Background: an optimization exercise with open tools, aiming at small area, a short achievable clock period and few clock cycles. Do not read the settings as production practice.
The RTL was checked by simulation tests, not by an equivalence proof against the original design.
Power is estimated from default activity; no workload was simulated.

## JK
// cic_decim
module cic_decim #(
  parameter int unsigned IN_W       = 16,
  parameter int unsigned OUT_W      = 16,
  parameter int unsigned STAGES     = 4,
  parameter int unsigned RATE       = 125,
  parameter int unsigned DIFF_DELAY = 1,
  parameter int unsigned CHANNELS   = 2,
  parameter int unsigned CH_W       = cic_decim_pkg::cic_ch_w(CHANNELS)
) (
  input  logic             clk,
  input  logic             reset_n,
  input  logic [IN_W-1:0]  in_data,
  input  logic [CH_W-1:0]  in_channel,
  input  logic             in_valid,
  output logic             in_ready,
  input  logic [1:0]       in_error,
  input  logic             in_startofpacket,
  input  logic             in_endofpacket,
  output logic [OUT_W-1:0] out_data,
  output logic [CH_W-1:0]  out_channel,
  output logic             out_valid,
  input  logic             out_ready,
  output logic [1:0]       out_error,
  output logic             out_startofpacket,
  output logic             out_endofpacket
);
  localparam int unsigned W    = IN_W + cic_decim_pkg::cic_growth(RATE, DIFF_DELAY, STAGES);
  localparam int unsigned PH_W = $clog2(RATE);
  logic unused_eop;
  assign unused_eop = in_endofpacket;
  logic [1:0]      rst_sh;       
  logic            clr_dly;      
  logic [5:0]      pos;          
  logic            in_ready_q;
  logic            iv;           
  logic            go_q;         
  logic            cons_q;       
  logic            isd_q;        
  logic            exp_ch;
  logic [1:0][PH_W-1:0] ph;
  logic [1:0]      ph123, ph124;  
  logic [1:0][1:0] err;
  logic [1:0]      pend;         
  logic            older;        
  logic            act;          
  logic            pch;          
  logic [3:1]      br;           
  logic            p2, dmp;      
  logic            dz;           
  logic            out_valid_q;
  logic [IN_W-1:0] id;
  logic            che, sok, algn;
  logic [1:0]      ierr;
  logic [W-1:0]    s0_a, s0_b, s0_c, s0_d, s0_w;
  logic [W-1:0]    s1_a, s1_b, s1_c, s1_d, s1_w;
  logic [2:0][45:0][1:0] dr;     
  logic [1:0][1:0] res_err;
  logic [OUT_W-1:0] out_data_q;
  logic            out_ch_q, out_sop_q;
  ...
Size in the first run: roughly 2600 cells after synthesis, ~810 flip-flops, roughly 48 I/O pins, ~31000 um^2 of cells after synthesis.
clock: 18.0 ns
lec_check: 0
cap_margin: 20
core_margin: 2
core_utilization: 62
cts_buf_list: sky130_fd_sc_hd__clkbuf_16
cts_cluster_diameter: 90
cts_cluster_size: 30
gpl_timing_driven: 0
slew_margin: 20
standard.sh (not shown) runs the stock make flow with config.mk's settings and CLKGATE_MAP_FILE= SYNTH_SCRIPT=/design/flow/synth_recipe.tcl, a recipe that flattens the netlist after the stock synthesis.
==> flow/flow/run.sh <==
#!/bin/bash
# Layout flow: the standard layout (standard.sh, ORFS from synthesis to the final layout)
# with three changes:
# * the buffers that ORFS puts on every input and output port are buf_2 cells (ORFS otherwise
#   picks its own, slow buffer cell for them);
# * clock tree synthesis inserts no dummy loads;
# * repair_timing works towards a setup slack of 13.2 ns, so it speeds up the paths that would
#   otherwise stay slower than the port paths.
# make's full output (every tool it runs) goes to flow.log in the work folder; ORFS keeps each
# step's own log under orfs/logs/.
set -euo pipefail
export BUFFER_PORTS_ARGS="-buffer_cell sky130_fd_sc_hd__buf_2"
export SETUP_SLACK_MARGIN=13.2
export CTS_ARGS="-sink_clustering_enable -repair_clock_nets -buf_list sky130_fd_sc_hd__clkbuf_16 -sink_clustering_size 30 -sink_clustering_max_diameter 90 -dont_use_dummy_load"
bash standard.sh > flow.log 2>&1
Both conditions hold for JK: the flow ran to the end and the final layout passed the timing, design-rule and antenna checks.
Testbench counts of JK, summed over its fixed seeds: cycles 80,584.
> inputs changed (JK -> TR)
Settings: CORE_UTILIZATION now 55, was 62; GPL_TIMING_DRIVEN no longer set, was 0.
diff --git a/flow/flow/run.sh b/flow/flow/run.sh
--- a/flow/flow/run.sh
+++ b/flow/flow/run.sh
@@ -5,5 +5,5 @@
 #   picks its own, slow buffer cell for them);
 # * clock tree synthesis inserts no dummy loads;
-# * repair_timing works towards a setup slack of 13.2 ns, so it speeds up the paths that would
+# * repair_timing works towards a setup slack of 13.25 ns, so it speeds up the paths that would
 #   otherwise stay slower than the port paths.
 # make's full output (every tool it runs) goes to flow.log in the work folder; ORFS keeps each
@@ -11,5 +11,5 @@
 set -euo pipefail
 export BUFFER_PORTS_ARGS="-buffer_cell sky130_fd_sc_hd__buf_2"
-export SETUP_SLACK_MARGIN=13.2
+export SETUP_SLACK_MARGIN=13.25
 export CTS_ARGS="-sink_clustering_enable -repair_clock_nets -buf_list sky130_fd_sc_hd__clkbuf_16 -sink_clustering_size 30 -sink_clustering_max_diameter 90 -dont_use_dummy_load"
 bash standard.sh > flow.log 2>&1
Results
Every run (JK and TR) finished clean. The total combinational power in TR sits about 3.5% below the value recorded for JK. TR vs JK, uppermost metal layer occupied by signal nets: met4 vs met5. Comparing time the final worst path needs with I/O delays and setup for JK and TR, the bigger number came from JK. Hold slack delta (TR − JK): unfavourable.


The RTL this note starts from:
==> flow/design.v <==
package cic_decim_pkg;
  typedef enum logic [0:0] {
    ErrUpstream = 1'b0,
    ErrSequence = 1'b1
  } cic_err_bit_e;
  function automatic integer cic_growth(input integer rate, input integer m, input integer n);
    reg [127:0] prod;
    integer     i, b;
    begin
      prod = 128'd1;
      for (i = 0; i < n; i = i + 1) prod = prod * rate * m;
      cic_growth = 0;
      for (b = 0; b < 128; b = b + 1) if ((128'd1 << b) < prod) cic_growth = b + 1;
    end
  endfunction
  function automatic integer cic_ch_w(input integer channels);
    cic_ch_w = (channels > 1) ? $clog2(channels) : 1;
  endfunction
  localparam int unsigned DefW    = 16 + cic_growth(125, 1, 4);
  localparam int unsigned DefChW  = cic_ch_w(2);
endpackage
module cic_comb_chain #(
  parameter int unsigned W          = 44,
  parameter int unsigned STAGES     = 4,
  parameter int unsigned DIFF_DELAY = 1
) (
  input  logic [W-1:0]                           x,
  input  logic [STAGES*DIFF_DELAY-1:0][W-1:0]    dly,
  output logic [W-1:0]                           y,
  output logic [STAGES*DIFF_DELAY-1:0][W-1:0]    dly_next
);
  always_comb begin
    logic [W-1:0] stage_in;
    stage_in = x;
    for (int s = 0; s < STAGES; s++) begin
      dly_next[s*DIFF_DELAY] = stage_in;
      for (int j = 1; j < DIFF_DELAY; j++) dly_next[s*DIFF_DELAY+j] = dly[s*DIFF_DELAY+j-1];
      stage_in = stage_in - dly[s*DIFF_DELAY+DIFF_DELAY-1];
    end
    y = stage_in;
  end
endmodule
module cic_decim #(
  parameter int unsigned IN_W       = 16,
  parameter int unsigned OUT_W      = 16,
  parameter int unsigned STAGES     = 4,
  parameter int unsigned RATE       = 125,
  parameter int unsigned DIFF_DELAY = 1,
  parameter int unsigned CHANNELS   = 2,
  parameter int unsigned CH_W       = cic_decim_pkg::cic_ch_w(CHANNELS)
) (
  input  logic             clk,
  input  logic             reset_n,
  input  logic [IN_W-1:0]  in_data,
  input  logic [CH_W-1:0]  in_channel,
  input  logic             in_valid,
  output logic             in_ready,
  input  logic [1:0]       in_error,
  input  logic             in_startofpacket,
  input  logic             in_endofpacket,
  output logic [OUT_W-1:0] out_data,
  output logic [CH_W-1:0]  out_channel,
  output logic             out_valid,
  input  logic             out_ready,
  output logic [1:0]       out_error,
  output logic             out_startofpacket,
  output logic             out_endofpacket
);
  localparam int unsigned W    = IN_W + cic_decim_pkg::cic_growth(RATE, DIFF_DELAY, STAGES);
  localparam int unsigned PH_W = $clog2(RATE);
  logic unused_eop;
  assign unused_eop = in_endofpacket;
  logic [1:0]      rst_sh;       
  logic [2:0]      clr_cnt;      
  logic [2:0]      rpos;         
  logic            in_ready_q;
  logic            iv;           
  logic            go_q;         
  logic            cons_q;       
  logic            isd_q;        
  logic            exp_ch;
  logic [1:0][PH_W-1:0] ph;
  logic [1:0][1:0] err;
  logic [1:0]      pend;         
  logic            older;        
  logic            st1, st2;     
  logic            msel;         
  logic            p2, dmp;      
  logic            out_valid_q;
  logic [IN_W-1:0] id;
  logic            che, sok, algn;
  logic [1:0]      ierr;
  logic [W-1:0]    s0_a, s0_b, s0_c, s0_d, s0_w;
  logic [W-1:0]    s1_a, s1_b, s1_c, s1_d, s1_w;
  logic [5:0][W-1:0] dr;         
  logic [W-1:0]    acc;
  logic [1:0][1:0] res_err;
  logic [OUT_W-1:0] out_data_q;
  logic            out_ch_q, out_sop_q;
  logic [1:0]      out_err_q;
  logic clr_int, clr_dly, hd;
  assign clr_int = rst_sh[1];
  assign clr_dly = (clr_cnt != 3'd6);
  assign hd      = rpos[0];
  logic start, proc_c, order_ok;
  assign proc_c   = (rpos >= 3'd3);
  assign order_ok = !pend[~proc_c] || (older == proc_c);
  assign start    = (rpos == 3'd0 || rpos == 3'd3) && pend[proc_c] && order_ok && !out_valid_q;
  logic exp_ch_n, ld, iv_n, che_in, che_n, sok_n, algn_n, blkc_n, go_n, cons_n;
  logic [1:0] pend_n, ph124_n, blk_n;
  logic [1:0][PH_W-1:0] ph_n;
  always_comb begin
    exp_ch_n = go_q ? ~che : exp_ch;
    ph_n = ph;
    if (go_q) ph_n[che] = isd_q ? '0 : ph[che] + PH_W'(1);
    pend_n = pend;
    if (start) pend_n[proc_c] = 1'b0;
    if (dmp) pend_n[~hd] = 1'b1;
    for (int c = 0; c < 2; c++) begin
      ph124_n[c] = (ph_n[c] == PH_W'(RATE - 1));
      blk_n[c]   = pend_n[c] && ph124_n[c];
    end
  end
  assign ld     = !iv || cons_q;           
  assign iv_n   = ld ? in_valid : iv;
  assign che_in = in_startofpacket ? 1'b0 : in_channel;
  assign che_n  = ld ? che_in : che;
  assign sok_n  = ld ? (in_startofpacket || (in_channel == exp_ch_n)) : sok;
  assign algn_n = ld ? (che_in != hd) : !algn;
  assign blkc_n = blk_n[che_n];
  assign go_n   = iv_n && sok_n && algn_n && !blkc_n;
  assign cons_n = iv_n && (!sok_n || (algn_n && !blkc_n));
  logic [W-1:0] xg, ag, bg, cg, a_new, b_new, c_new, d_new;
  assign xg = go_q ? {{(W-IN_W){id[IN_W-1]}}, id} : '0;
  assign ag = go_q ? s0_a : '0;
  assign bg = p2 ? s1_b : '0;
  assign cg = p2 ? s1_c : '0;
  assign a_new = s0_a + xg;
  assign b_new = s0_b + ag + xg;
  assign c_new = s1_c + bg;
  assign d_new = s1_d + cg + bg;
  logic [W-1:0] m, diff;
  assign m    = msel ? acc : s0_w;
  assign diff = m - dr[0];
  always_ff @(posedge clk or negedge reset_n) begin
    if (!reset_n) begin
      rst_sh      <= 2'b11;
      clr_cnt     <= '0;
      rpos        <= '0;
      in_ready_q  <= 1'b1;
      iv          <= 1'b0;
      go_q        <= 1'b0;
      cons_q      <= 1'b0;
      isd_q       <= 1'b0;
      exp_ch      <= 1'b0;
      ph          <= '0;
      err         <= '0;
      pend        <= '0;
      older       <= 1'b0;
      st1         <= 1'b0;
      st2         <= 1'b0;
      msel        <= 1'b0;
      p2          <= 1'b0;
      dmp         <= 1'b0;
      out_valid_q <= 1'b0;
    end else begin
      rst_sh     <= {rst_sh[0], 1'b0};
      if (clr_cnt != 3'd6) clr_cnt <= clr_cnt + 3'd1;
      rpos       <= (rpos == 3'd5) ? 3'd0 : rpos + 3'd1;
      iv         <= iv_n;
      in_ready_q <= !iv_n || cons_n;
      go_q       <= go_n;
      cons_q     <= cons_n;
      isd_q      <= go_n && ph124_n[che_n];
      exp_ch     <= exp_ch_n;
      ph         <= ph_n;
      pend       <= pend_n;
      if (dmp) older <= (pend[hd] && !(start && proc_c == hd)) ? hd : ~hd;
      if (go_q) begin
        err[che] <= isd_q ? 2'b00 : (err[che] | ierr);
      end else if (cons_q) begin
        err[exp_ch][1] <= 1'b1;
      end
      p2   <= go_q;
      dmp  <= isd_q;
      st1  <= start;
      st2  <= st1;
      msel <= start || st1;
      if (st2) out_valid_q <= 1'b1;
      else if (out_ready) out_valid_q <= 1'b0;
    end
  end
  always_ff @(posedge clk) begin
    if (ld) begin
      id   <= in_data;
      ierr <= in_error;
    end
    che  <= che_n;
    sok  <= sok_n;
    algn <= algn_n;
    if (isd_q) res_err[che] <= err[che] | ierr;
    s1_a <= a_new;
    s1_b <= b_new;
    s1_c <= clr_int ? '0 : s0_c;
    s1_d <= s0_d;
    s1_w <= s0_w;
    s0_a <= clr_int ? '0 : s1_a;
    s0_b <= clr_int ? '0 : s1_b;
    s0_c <= c_new;
    s0_d <= (dmp || clr_int) ? '0 : d_new;
    s0_w <= dmp ? d_new : s1_w;
    for (int i = 0; i < 5; i++) dr[i] <= dr[i+1];
    dr[5] <= (start || msel) ? m : (clr_dly ? '0 : dr[0]);
    acc   <= diff;
    if (st2) begin
      out_data_q <= diff[W-1 -: OUT_W];
      out_ch_q   <= proc_c;
      out_sop_q  <= !proc_c;
      out_err_q  <= res_err[proc_c];
    end
  end
  assign in_ready          = in_ready_q;
  assign out_valid         = out_valid_q;
  assign out_data          = out_data_q;
  assign out_channel       = out_ch_q;
  assign out_error         = out_err_q;
  assign out_startofpacket = out_sop_q;
  assign out_endofpacket   = out_ch_q;
endmodule
Settings: LEC_CHECK=0, CAP_MARGIN=20, CORE_MARGIN=2, CORE_UTILIZATION=40, SLEW_MARGIN=20; clock period 18.0 ns.
==> flow/flow/run.sh <==
#!/bin/bash
# Layout flow: the standard layout (standard.sh, ORFS from synthesis to the final layout)
# with one change: the buffers that ORFS puts on every input and output port are buf_2 cells
# (ORFS otherwise picks its own, slow buffer cell for them).
# make's full output (every tool it runs) goes to flow.log in the work folder; ORFS keeps each
# step's own log under orfs/logs/.
set -euo pipefail
export BUFFER_PORTS_ARGS="-buffer_cell sky130_fd_sc_hd__buf_2"
bash standard.sh > flow.log 2>&1
The starting point completed with no timing, DRC or antenna violations.
Testbench counts at the start, summed over its fixed seeds: cycles 80,112.
Change:
--- a/flow/flow/run.sh
+++ b/flow/flow/run.sh
@@ -8,0 +9 @@
+export SETUP_SLACK_MARGIN=13.4
--- a/flow/config.mk
+++ b/flow/config.mk
@@ -10 +10,4 @@
-export CORE_UTILIZATION = 40
+export CORE_UTILIZATION = 60
+export CTS_BUF_LIST = sky130_fd_sc_hd__clkbuf_16
+export CTS_CLUSTER_DIAMETER = 50
+export CTS_CLUSTER_SIZE = 30
=> Global-route usage increases by 8.2 points. Synthesized area stays the same. Sequential power stays flat. Wire length came out higher by 1.9%. Cell count went down by 8.5%. Non-clock buffer count climbs by 8. Clock power goes down by about 4%.
Change:
--- a/flow/config.mk
+++ b/flow/config.mk
@@ -12,2 +12,2 @@
-export CTS_CLUSTER_DIAMETER = 50
-export CTS_CLUSTER_SIZE = 30
+export CTS_CLUSTER_DIAMETER = 60
+export CTS_CLUSTER_SIZE = 22
Clock power fell by 24%.
Global-route usage fell by 0.24 points.
Register-to-register slack improves by 0.09 ns.
Via count went down by 0.46%.
Non-clock buffer count came out lower by 2.
First-iteration DRC count went up by 2.9%.
Die area is unchanged.
Synthesized area does not change.

-- port drivers added, routing unchanged --
How much do the figures lean on ideal ports? The routed layouts below were timed once more, with nothing changed but the port constraints. Step 1 (the two cells are an assumption about what drives the block):
set clk [get_ports {clk}]
set_driving_cell -lib_cell sky130_fd_sc_hd__clkbuf_16 $clk
set_driving_cell -lib_cell sky130_fd_sc_hd__buf_2 [delete_from_list [all_inputs] $clk]
Step 2 moves the port delays by t, midway between the first and last clock arrival at a register: inputs arrive t later, outputs are due t later. That takes back most of the time a late clock gives input paths. Slacks: ideal / step 1 / step 2; pairs: ideal / step 1.
run	shift t [ns]	slack for setup (ns)	slew at the worst register clock pin (ns)	pins driven straight from the clock port
JK	0.616	13.074 / 13.074 / 13.074	0.11 / 0.11	1
TR	0.619	13.203 / 13.173 / 13.175	0.11 / 0.11	1
the first run of note 2	0.684	13.127 / 13.081 / 12.717	0.07 / 0.07	1
the second run of note 2	0.675	13.184 / 13.122 / 12.865	0.10 / 0.10	1
the third run of note 2	0.695	13.147 / 13.086 / 12.811	0.09 / 0.09	1
After both steps every run listed still meets setup and hold. The setup slack of the first run of note 2, which loses most, moves by -0.046 ns with the drivers and by -0.410 ns with both steps.
